This is an optimization exercise on Yosys and OpenROAD, whose aim is small area, a short achievable clock period and few clock cycles, not a production implementation.
In this exercise RTL edits were held to simulation tests only and were not proved equivalent to the original.

**config.mk**
```make
export PLATFORM = sky130hd
export DESIGN_NAME = kepler_equation_solver_unit
export DESIGN_NICKNAME = kepler_equation_solver_unit
export VERILOG_FILES = /design/flow/design.v
export SDC_FILE = /design/flow/constraint.sdc
export NUM_CORES = 4
export LEC_CHECK = 0
export CAP_MARGIN = 20
export CORE_MARGIN = 2
export CORE_UTILIZATION = 40
export SLEW_MARGIN = 20
```
**constraint.sdc**
```tcl
create_clock -name core_clock -period 13.0 [get_ports {clk}]
set_input_delay 2.6000 -clock core_clock [delete_from_list [all_inputs] [get_ports {clk}]]
set_output_delay 2.6000 -clock core_clock [all_outputs]
set_load 0.01 [all_outputs]
```
**design.v**
```verilog
package kes_pkg;
	typedef struct packed {
		logic signed [31:0] mean_anomaly;
		logic [27:0]        eccentricity;
	} item_t;
	typedef struct packed {
		logic signed [31:0] eccentric_anomaly;
		logic [4:0]         step_count;
		logic               converged;
	} result_t;
	typedef enum logic [2:0] {
		MUL_AA = 3'd0,
		MUL_YT = 3'd1,
		MUL_NR = 3'd2,
		MUL_AT = 3'd3,
		MUL_ES = 3'd4,
		MUL_EC = 3'd5
	} mul_sel_t;
	typedef struct packed {
		logic       load;
		logic       fold;
		logic       mul_en;
		mul_sel_t   mul_sel;
		logic       lat_y;
		logic       lat_n;
		logic       hc;
		logic [3:0] kidx;
		logic       lat_sr;
		logic       quad;
		logic       lat_es;
		logic       lat_fd;
		logic       chk;
		logic       div;
		logic       div_first;
		logic       upd;
	} cmd_t;
	typedef struct packed {
		logic fold_done;
		logic big;
		logic finish;
	} status_t;
	localparam logic signed [34:0] QUARTER_PI = 35'sd843314856;
	localparam logic signed [34:0] HALF_PI    = 35'sd1686629713;
	localparam logic [30:0]        ONE30      = 31'h4000_0000;
	localparam logic [30:0]        Q_LIMIT    = 31'h2000_0000;
	localparam logic [27:0]        DQ_MAX     = 28'h800_0000;
	localparam logic [3:0]         SIN_FIRST  = 4'd0;
	localparam logic [3:0]         SIN_LAST   = 4'd4;
	localparam logic [3:0]         COS_FIRST  = 4'd5;
	localparam logic [3:0]         COS_LAST   = 4'd10;
	localparam logic [4:0]         DIV_LAST   = 5'd30;
	localparam logic               TOL_INDEX  = 1'b0;
	function automatic logic [7:0] horner_k(input logic [3:0] idx);
		logic [7:0] k;
		case (idx)
			4'd0:    k = 8'd110;
			4'd1:    k = 8'd72;
			4'd2:    k = 8'd42;
			4'd3:    k = 8'd20;
			4'd4:    k = 8'd6;
			4'd5:    k = 8'd132;
			4'd6:    k = 8'd90;
			4'd7:    k = 8'd56;
			4'd8:    k = 8'd30;
			4'd9:    k = 8'd12;
			4'd10:   k = 8'd2;
			default: k = 8'd2;
		endcase
		horner_k = k;
	endfunction
	function automatic logic [31:0] horner_r(input logic [3:0] idx);
		logic [31:0] r;
		case (idx)
			4'd0:    r = 32'd39045157;
			4'd1:    r = 32'd59652323;
			4'd2:    r = 32'd102261126;
			4'd3:    r = 32'd214748364;
			4'd4:    r = 32'd715827882;
			4'd5:    r = 32'd32537631;
			4'd6:    r = 32'd47721858;
			4'd7:    r = 32'd76695844;
			4'd8:    r = 32'd143165576;
			4'd9:    r = 32'd357913941;
			4'd10:   r = 32'd2147483648;
			default: r = 32'd2147483648;
		endcase
		horner_r = r;
	endfunction
endpackage
module kes_ctrl (
	input  logic             clk,
	input  logic             arst_n,
	input  logic             start,
	input  kes_pkg::status_t status,
	output kes_pkg::cmd_t    cmd,
	output logic             busy,
	output logic             done
);
	typedef enum logic [16:0] {
		S_IDLE = 17'h00001,
		S_FOLD = 17'h00002,
		S_SQ   = 17'h00004,
		S_Y    = 17'h00008,
		S_HT   = 17'h00010,
		S_HN   = 17'h00020,
		S_HC   = 17'h00040,
		S_SF   = 17'h00080,
		S_SL   = 17'h00100,
		S_QUAD = 17'h00200,
		S_ES   = 17'h00400,
		S_EC   = 17'h00800,
		S_FD   = 17'h01000,
		S_CHK  = 17'h02000,
		S_DIV  = 17'h04000,
		S_UPD  = 17'h08000,
		S_OUT  = 17'h10000
	} state_t;
	state_t     state_q, state_n;
	logic [3:0] kidx_q, kidx_n;
	logic [4:0] divc_q, divc_n;
	always_comb begin
		state_n = state_q;
		kidx_n  = kidx_q;
		divc_n  = divc_q;
		cmd     = '0;
		cmd.kidx = kidx_q;
		cmd.mul_sel = kes_pkg::MUL_AA;
		unique case (state_q)
			S_IDLE: begin
				if (start) begin
					cmd.load = 1'b1;
					state_n  = S_FOLD;
				end
			end
			S_FOLD: begin
				cmd.fold = 1'b1;
				if (status.fold_done)
					state_n = S_SQ;
			end
			S_SQ: begin
				cmd.mul_en = 1'b1;
				state_n    = S_Y;
			end
			S_Y: begin
				cmd.lat_y = 1'b1;
				kidx_n    = kes_pkg::SIN_FIRST;
				state_n   = S_HT;
			end
			S_HT: begin
				cmd.mul_en  = 1'b1;
				cmd.mul_sel = kes_pkg::MUL_YT;
				state_n     = S_HN;
			end
			S_HN: begin
				cmd.lat_n   = 1'b1;
				cmd.mul_en  = 1'b1;
				cmd.mul_sel = kes_pkg::MUL_NR;
				state_n     = S_HC;
			end
			S_HC: begin
				cmd.hc = 1'b1;
				kidx_n = kidx_q + 4'd1;
				if (kidx_q == kes_pkg::SIN_LAST)
					state_n = S_SF;
				else if (kidx_q == kes_pkg::COS_LAST)
					state_n = S_QUAD;
				else
					state_n = S_HT;
			end
			S_SF: begin
				cmd.mul_en  = 1'b1;
				cmd.mul_sel = kes_pkg::MUL_AT;
				state_n     = S_SL;
			end
			S_SL: begin
				cmd.lat_sr = 1'b1;
				kidx_n     = kes_pkg::COS_FIRST;
				state_n    = S_HT;
			end
			S_QUAD: begin
				cmd.quad = 1'b1;
				state_n  = S_ES;
			end
			S_ES: begin
				cmd.mul_en  = 1'b1;
				cmd.mul_sel = kes_pkg::MUL_ES;
				state_n     = S_EC;
			end
			S_EC: begin
				cmd.lat_es  = 1'b1;
				cmd.mul_en  = 1'b1;
				cmd.mul_sel = kes_pkg::MUL_EC;
				state_n     = S_FD;
			end
			S_FD: begin
				cmd.lat_fd = 1'b1;
				state_n    = S_CHK;
			end
			S_CHK: begin
				cmd.chk = 1'b1;
				divc_n  = '0;
				state_n = status.big ? S_UPD : S_DIV;
			end
			S_DIV: begin
				cmd.div       = 1'b1;
				cmd.div_first = divc_q == 5'd0;
				divc_n        = divc_q + 5'd1;
				if (divc_q == kes_pkg::DIV_LAST)
					state_n = S_UPD;
			end
			S_UPD: begin
				cmd.upd = 1'b1;
				state_n = status.finish ? S_OUT : S_FOLD;
			end
			S_OUT: begin
				state_n = S_IDLE;
			end
			default: begin
				state_n = S_IDLE;
			end
		endcase
	end
	always_ff @(posedge clk or negedge arst_n) begin
		if (!arst_n) begin
			state_q <= S_IDLE;
			kidx_q  <= '0;
			divc_q  <= '0;
		end else begin
			state_q <= state_n;
			kidx_q  <= kidx_n;
			divc_q  <= divc_n;
		end
	end
	assign busy = state_q != S_IDLE;
	assign done = state_q == S_OUT;
endmodule
module kes_datapath #(
	parameter int MAX_ITERATIONS = 30,
	localparam int CW = $clog2(MAX_ITERATIONS + 1)
) (
	input  logic             clk,
	input  kes_pkg::cmd_t    cmd,
	input  kes_pkg::item_t   item,
	input  logic [27:0]      tolerance,
	output kes_pkg::status_t status,
	output kes_pkg::result_t result
);
	logic signed [31:0] m_q, ea_q, s_q, c_q, es_q;
	logic [27:0]        e_q;
	logic signed [34:0] x_q;
	logic [1:0]         quad_q;
	logic [29:0]        y_q;
	logic [30:0]        t_q, sr_q, q_q;
	logic [31:0]        n_q, d_q, rem_q;
	logic signed [35:0] f_q;
	logic               big_q, conv_q;
	logic [CW-1:0]      cnt_q;
	logic [63:0]        prod_q;
	logic [34:0]        x_abs;
	logic [29:0]        a;
	logic               fold_hi, fold_lo;
	logic [31:0]        s_abs, c_abs, mul_a, mul_b;
	logic [31:0]        qe, qv;
	logic [7:0]         kc;
	logic [39:0]        qk, rr;
	logic signed [31:0] sr_e, sr_sig, cr_sig, ep_s, es_n, ec_n;
	logic signed [32:0] diff, d33;
	logic signed [35:0] f_n;
	logic [31:0]        d_n;
	logic [35:0]        mag;
	logic               big_n;
	logic [32:0]        sh, shd;
	logic               ge;
	logic [31:0]        qp2;
	logic [27:0]        dq;
	logic signed [33:0] ea_w, dq_s, ea_n;
	logic signed [31:0] ea_sat;
	logic [CW-1:0]      cnt_next;
	logic               conv_n;
	assign x_abs   = x_q[34] ? 35'(-x_q) : 35'(x_q);
	assign a       = x_abs[29:0];
	assign fold_hi = x_q > kes_pkg::QUARTER_PI;
	assign fold_lo = x_q < -kes_pkg::QUARTER_PI;
	assign s_abs   = s_q[31] ? 32'(-s_q) : 32'(s_q);
	assign c_abs   = c_q[31] ? 32'(-c_q) : 32'(c_q);
	always_comb begin
		case (cmd.mul_sel)
			kes_pkg::MUL_AA: begin mul_a = {2'b0, a};   mul_b = {2'b0, a}; end
			kes_pkg::MUL_YT: begin mul_a = {2'b0, y_q}; mul_b = {1'b0, t_q}; end
			kes_pkg::MUL_NR: begin
				mul_a = prod_q[61:30];
				mul_b = kes_pkg::horner_r(cmd.kidx);
			end
			kes_pkg::MUL_AT: begin mul_a = {2'b0, a};   mul_b = {1'b0, t_q}; end
			kes_pkg::MUL_ES: begin mul_a = {4'b0, e_q}; mul_b = s_abs; end
			kes_pkg::MUL_EC: begin mul_a = {4'b0, e_q}; mul_b = c_abs; end
			default:         begin mul_a = '0;          mul_b = '0; end
		endcase
	end
	assign qe = prod_q[63:32];
	assign kc = kes_pkg::horner_k(cmd.kidx);
	assign qk = 40'(qe) * 40'(kc);
	assign rr = 40'(n_q) - qk;
	assign qv = qe + 32'(rr >= 40'(kc));
	assign sr_e   = $signed({1'b0, sr_q});
	assign sr_sig = x_q[34] ? -sr_e : sr_e;
	assign cr_sig = $signed({1'b0, t_q});
	assign ep_s = $signed({1'b0, prod_q[58:28]});
	assign es_n = s_q[31] ? -ep_s : ep_s;
	assign ec_n = c_q[31] ? -ep_s : ep_s;
	assign diff = $signed({ea_q[31], ea_q}) - $signed({m_q[31], m_q});
	assign f_n  = ($signed({{3{diff[32]}}, diff}) <<< 2) - $signed({{4{es_q[31]}}, es_q});
	assign d33  = $signed({2'b0, kes_pkg::ONE30}) - $signed({ec_n[31], ec_n});
	assign d_n  = (d33 < 33'sd1) ? 32'd1 : d33[31:0];
	assign mag   = f_q[35] ? 36'(-f_q) : 36'(f_q);
	assign big_n = (mag[35:33] != 3'd0) || (mag[32:0] >= {d_q, 1'b0});
	assign sh  = {rem_q, cmd.div_first & f_q[0]};
	assign ge  = sh >= {1'b0, d_q};
	assign shd = sh - {1'b0, d_q};
	assign qp2 = {1'b0, q_q} + 32'd2;
	assign dq  = (big_q || (q_q > kes_pkg::Q_LIMIT)) ? kes_pkg::DQ_MAX : qp2[29:2];
	assign ea_w = $signed({{2{ea_q[31]}}, ea_q});
	assign dq_s = $signed({6'b0, dq});
	always_comb begin
		if (!f_q[35] && (f_q != 36'sd0))
			ea_n = ea_w - dq_s;
		else if (f_q[35])
			ea_n = ea_w + dq_s;
		else
			ea_n = ea_w;
		if (ea_n > 34'sd2147483647)
			ea_sat = 32'sh7fff_ffff;
		else if (ea_n < -34'sd2147483648)
			ea_sat = 32'sh8000_0000;
		else
			ea_sat = ea_n[31:0];
	end
	assign cnt_next = cnt_q + CW'(1);
	assign conv_n   = dq <= tolerance;
	always_ff @(posedge clk) begin
		if (cmd.load) begin
			m_q    <= item.mean_anomaly;
			ea_q   <= item.mean_anomaly;
			e_q    <= item.eccentricity;
			x_q    <= $signed({item.mean_anomaly[31], item.mean_anomaly, 2'b00});
			quad_q <= 2'd0;
			cnt_q  <= '0;
		end
		if (cmd.fold) begin
			if (fold_hi) begin
				x_q    <= x_q - kes_pkg::HALF_PI;
				quad_q <= quad_q + 2'd1;
			end else if (fold_lo) begin
				x_q    <= x_q + kes_pkg::HALF_PI;
				quad_q <= quad_q - 2'd1;
			end
		end
		if (cmd.mul_en)
			prod_q <= 64'(mul_a) * 64'(mul_b);
		if (cmd.lat_y) begin
			y_q <= prod_q[59:30];
			t_q <= kes_pkg::ONE30;
		end
		if (cmd.lat_n)
			n_q <= prod_q[61:30];
		if (cmd.hc)
			t_q <= kes_pkg::ONE30 - qv[30:0];
		if (cmd.lat_sr) begin
			sr_q <= prod_q[60:30];
			t_q  <= kes_pkg::ONE30;
		end
		if (cmd.quad) begin
			case (quad_q)
				2'd0:    begin s_q <= sr_sig;  c_q <= cr_sig; end
				2'd1:    begin s_q <= cr_sig;  c_q <= -sr_sig; end
				2'd2:    begin s_q <= -sr_sig; c_q <= -cr_sig; end
				default: begin s_q <= -cr_sig; c_q <= sr_sig; end
			endcase
		end
		if (cmd.lat_es)
			es_q <= es_n;
		if (cmd.lat_fd) begin
			f_q <= f_n;
			d_q <= d_n;
		end
		if (cmd.chk) begin
			big_q <= big_n;
			rem_q <= mag[32:1];
			q_q   <= '0;
		end
		if (cmd.div) begin
			rem_q <= ge ? shd[31:0] : sh[31:0];
			q_q   <= {q_q[29:0], ge};
		end
		if (cmd.upd) begin
			ea_q   <= ea_sat;
			x_q    <= $signed({ea_sat[31], ea_sat, 2'b00});
			quad_q <= 2'd0;
			cnt_q  <= cnt_next;
			conv_q <= conv_n;
		end
	end
	assign status.fold_done = !fold_hi && !fold_lo;
	assign status.big       = big_n;
	assign status.finish    = conv_n || (cnt_next == CW'(MAX_ITERATIONS));
	assign result.eccentric_anomaly = ea_q;
	assign result.step_count        = 5'(cnt_q);
	assign result.converged         = conv_q;
endmodule
module kepler_equation_solver_unit #(
	parameter int MAX_ITERATIONS = 30
) (
	input  logic             clk,
	input  logic             arst_n,
	input  logic             start,
	output logic             busy,
	input  logic [31:0]      mean_anomaly,
	input  logic [27:0]      eccentricity,
	output logic             done,
	output logic [31:0]      eccentric_anomaly,
	output logic [4:0]       step_count,
	output logic             converged,
	input  logic             psel,
	input  logic             penable,
	input  logic             pwrite,
	input  logic [2:0]       paddr,
	input  logic [31:0]      pwdata,
	output logic [31:0]      prdata,
	output logic             pready
);
	logic [27:0]      tol_q;
	kes_pkg::cmd_t    cmd;
	kes_pkg::status_t status;
	kes_pkg::item_t   item;
	kes_pkg::result_t result;
	assign item.mean_anomaly  = mean_anomaly;
	assign item.eccentricity  = eccentricity;
	assign eccentric_anomaly = result.eccentric_anomaly;
	assign step_count        = result.step_count;
	assign converged         = result.converged;
	assign pready = 1'b1;
	assign prdata = (paddr[2] == kes_pkg::TOL_INDEX) ? {4'b0, tol_q} : 32'd0;
	always_ff @(posedge clk or negedge arst_n) begin
		if (!arst_n)
			tol_q <= 28'd1;
		else if (psel && penable && pwrite && pready && (paddr[2] == kes_pkg::TOL_INDEX))
			tol_q <= pwdata[27:0];
	end
	kes_ctrl u_ctrl (
		.clk    (clk),
		.arst_n (arst_n),
		.start  (start),
		.status (status),
		.cmd    (cmd),
		.busy   (busy),
		.done   (done)
	);
	kes_datapath #(
		.MAX_ITERATIONS (MAX_ITERATIONS)
	) u_datapath (
		.clk       (clk),
		.cmd       (cmd),
		.item      (item),
		.tolerance (tol_q),
		.status    (status),
		.result    (result)
	);
endmodule
```
**run.sh**
```bash
#!/bin/bash
# synth_recipe.tcl (not shown) runs the flow's synth.tcl, then flattens the netlist and writes it again
# the make line also repeats each setting of config.mk as NAME=value (left out here)
make -C /OpenROAD-flow-scripts/flow DESIGN_CONFIG=/design/flow/config.mk WORK_HOME=/design/flow/orfs CLKGATE_MAP_FILE= SYNTH_SCRIPT=/design/flow/synth_recipe.tcl finish
```
==> results.txt <==
## registers in the layout, indices dropped and copies added (netlist names)
register,cells
u_datapath.cnt_q,5
u_datapath.t_q,31
u_datapath.e_q,28
u_ctrl.kidx_q,4
u_ctrl.state_q,17
u_datapath.ea_q,32
u_datapath.x_q,35
u_ctrl.divc_q,5
u_datapath.quad_q,2
u_datapath.c_q,32
u_datapath.rem_q,32
u_datapath.s_q,32
u_datapath.m_q,32
u_datapath.sr_q,31
u_datapath.f_q,36
u_datapath.prod_q,36
u_datapath.q_q,31
u_datapath.d_q,32
u_datapath.n_q,32
u_datapath.conv_q,1
u_datapath.es_q,32
u_datapath.big_q,1
u_datapath.y_q,30
tol_q,28
## stage by stage
| stage | hold WS, ns | cells | cell area (µm²) | worst slack (ns) |
|---|---|---|---|---|
| 3_5_place_dp | 0.478 | 12583 | 90700 | 0.311 |
| 6_report | 0.489 | 12723 | 93300 | 0.415 |
| 5_1_grt | 0.513 | 12719 | 93300 | 0.0455 |
| 3_3_place_gp | 0.467 | 12582 | 90700 | 0.332 |
| 2_1_floorplan | 0.451 | 9812 | 84600 | 1.82 |
| 4_1_cts | 0.493 | 12719 | 93300 | 0.218 |
## cells by family (layout without fill, tap and decap cells)
| family | after synthesis | after routing | share of synthesized area (%) |
|---|---|---|---|
| xor+xnor | 522 | 522 | 5.40 |
| simple gates | 3161 | 3161 | 16.8 |
| other cells | 2 | 11 | 0.00888 |
| flops | 577 | 577 | 19.4 |
| compound gates | 1706 | 1706 | 13.1 |
| buf+inv | 2013 | 2115 | 8.98 |
| mux | 91 | 91 | 1.14 |
| fa+ha+maj | 1735 | 1735 | 35.2 |
## how the worst max path moves through the flow
stage                                        to               from  slack [ns]
final                     u_datapath.prod_q[51]  u_datapath.x_q[5]        0.42
after global routing         u_datapath.t_q[29]   u_ctrl.kidx_q[1]        0.05
after CTS                 u_datapath.prod_q[51]  u_datapath.x_q[5]        0.22
after detailed placement  u_datapath.prod_q[51]  u_datapath.x_q[5]        0.31
after global placement    u_datapath.prod_q[51]  u_datapath.x_q[5]        0.33
after floorplan           u_datapath.prod_q[58]  u_ctrl.state_q[9]        1.82
## cell usage after synthesis (25+ instances only)
master	instances	share of area, %
nand4_1	65	0.48
and3_1	43	0.32
a221o_1	45	0.53
a22oi_1	31	0.28
a31oi_1	50	0.37
mux2_2	39	0.52
or2_2	29	0.21
o211ai_1	25	0.22
nor3_1	151	0.89
edfxtp_1	455	16
nor2b_1	59	0.44
nand2_1	974	4.3
xnor2_1	347	3.6
xor2_1	175	1.8
a21oi_1	474	2.8
a21o_1	124	1.1
o41ai_1	28	0.29
o21a_1	51	0.45
a211o_1	37	0.38
nand3_1	125	0.74
dfrtp_1	52	1.5
nand3b_1	26	0.23
buf_1	40	0.18
nor2_1	1255	5.6
clkbuf_1	455	2.0
o31ai_1	71	0.63
nand2b_1	90	0.67
mux2i_1	50	0.59
dfxtp_1	68	1.6
nor3b_1	25	0.22
a22o_1	37	0.38
ha_1	652	9.6
inv_1	1479	6.6
o21ai_0	365	2.2
and2_1	81	0.60
a211oi_1	77	0.68
nor4_1	53	0.39
or3_1	68	0.50
o22ai_1	40	0.30
o21bai_1	43	0.38
fa_1	1081	26
or4_1	37	0.33
## worst max-delay path: cells and delay by family (launching register included)
kind / cells / cell delay [ns]
compound gates: 14 / 3.95
xor+xnor: 2 / 0.61
fa+ha+maj: 9 / 4.54
buf+inv: 5 / 0.46
flops: 1 / 0.31
simple gates: 8 / 2.45
## cell usage in the layout, fill, tap and decap left out, types with 160 or more instances in the layout
cell and instances:
o21ai_0 363, xor2_1 175, nand2_1 973, clkdlybuf4s50_1 160, nor2_1 1250, edfxtp_1 455
a21oi_1 472, buf_4 299, inv_1 1476, xnor2_1 347, ha_1 650, fa_1 1081
## layout make-up
class | instances | area (µm²)
inverters | 1506 | 5660
clock buffers | 94 | 1980
clock inverters | 42 | 601
well taps | 2805 | 3510
fillers | 20544 | 117000
diodes | 4 | 10.0
flip-flops and latches | 577 | 16400
multi-input cells | 7222 | 61100
repair buffers | 473 | 4090
## routing by layer
layer	GRT usage, %	routed length [µm]	part of all wire, %
met1	37.1	124000	40
met2	45.5	140000	46
met3	4.71	26200	8.5
met4	13.4	17000	5.6
met5	0	75	0.024
==> flow_metrics.py <==
metrics = {
    "floorplanning": {
        "core_area_um2": 210000,
        "die_w_um": 464,
        "rows": 168,
        "die_area_um2": 215000,
        "start_util_pct": 40.3,
        "ios": 174,
        "die_h_um": 464,
    },
    "timing": {
        "period_share_pct": 96.8,
        "setup-violations-final": 0,
        "final.setup_skew_ns": 0.0450,
        "rsz0062_at_grt": "no",
        "hold_viol": 0,
        "fmaxAchievable_ghz": 0.0795,
        "finalSetupTns_ns": 0,
        "slew_viol_final": 0,
        "relSlewSlack_pct": 23.1,
        "tightest_slew_ns": 1.15,
        "post-route-min-period_ns": 12.58,
    },
    "drt": {
        "wire_per_inst_um": 24.1,
        "vias_per_cell": 5.68,
        "first_pass_iters": 8,
        "vias": 72233,
        "drc": 0,
        "ant_nets": 0,
        "drt_iter0_drc": 6754,
        "drt-total-wl_um": 307000,
    },
    "clocking": {
        "cts_tree": "done",
        "cts_hold_buf": 0,
        "htreeDepth": 3,
        "cts_made_buffers": 73,
        "ctsResizeCount": 0,
        "clockBufferDepth": 3,
        "clkSlewWorstSetupHoldPaths_ns": 0.06,
        "root_buffer": "clkbuf_16",
        "insertion_delay_ns": 0.68,
        "cts.sinks": 577,
        "postCtsSetupBuffers": 0,
    },
    "grt": {
        "grt_first_pass_wirelength_um": 462000,
        "first_global_vias": 73065,
        "overflow": 0,
        "grt_max_degree": 93,
        "antenna_found_initial": 13,
        "grt_usage_pct": 28.3,
    },
    "run": {
        "cap_violations": 0,
    },
    "critical_path": {
        "timing.rr.start": "u_datapath.x_q[5]",
        "end_kind": "flip-flop",
        "r2r_end": "u_datapath.prod_q[51]",
        "cp_slowest_stage_delay_ns": 0.59,
        "crit_type": "reg -> reg",
        "cpMostUsedCell": "fa_1",
        "reg2reg_depth": 38,
        "slowest_stage": "or4_1",
        "startpoint_type": "flip-flop",
        "r2r_slack_ns": 0.42,
        "arrival_ns": 13.01,
        "critical_path.max_fanout": 6,
        "cp.required_ns": 13.42,
    },
    "min_path": {
        "min-delay-start": "u_datapath.es_q[0]",
        "min_to": "u_datapath.f_q[0]",
        "hp-class": "reg -> reg",
        "min_path_cells": 0,
    },
    "yosys": {
        "avgSynthCellArea_um2": 8.63,
        "ys_seq_area_share_pct": 19.4,
        "yosysWarnings": 3,
        "syn_area_um2": 84600,
        "ys_ff_latch": 577,
        "synthArstFlopShare_pct": 9.36,
        "synth_top_flop_cell": "edfxtp_1",
        "synth_edf_count": 455,
        "syn-instance-count": 9807,
        "synth_cell_type_count": 110,
    },
    "finish": {
        "drive_above_1_share_pct": 6.39,
        "finish.utilization_pct": 44.4,
        "area_delta_synth_final_pct": 10.3,
        "nNetsFinal": 11687,
    },
    "status": {
        "outcome": "finished clean",
    },
    "place": {
        "gp_congestion": 0.970,
        "portBuffers": 162,
        "hpwl_um": 247000,
    },
}
Testbench counts, summed over its fixed seeds: cycles 392,601.

[afterwards: timing with drivers on the ports]
Ports are ideal in the flow. The routed layout listed here was re-timed in OpenROAD.
Step 1 (the two cells are an assumption about what drives the block):
set clk [get_ports {clk}]
set_driving_cell -lib_cell sky130_fd_sc_hd__clkbuf_16 $clk
set_driving_cell -lib_cell sky130_fd_sc_hd__buf_2 [delete_from_list [all_inputs] $clk]
Step 2 times the ports against the registers' clock, not the clock port: input delays grow and output delays shrink by t, the midpoint of the rising clock arrivals with the driver on.
a / b / c = ideal / step 1 / step 2; a / b = the first two.
t (ns): 0.738
setup slack, ns: 0.415 / 0.415 / 0.415
worst setup path at the end: register to register
cell pins on the clock port's net: 1
After both steps this run still meets setup and hold. The setup slack of this run moves by 0.000 ns with the drivers and by 0.000 ns with both steps.
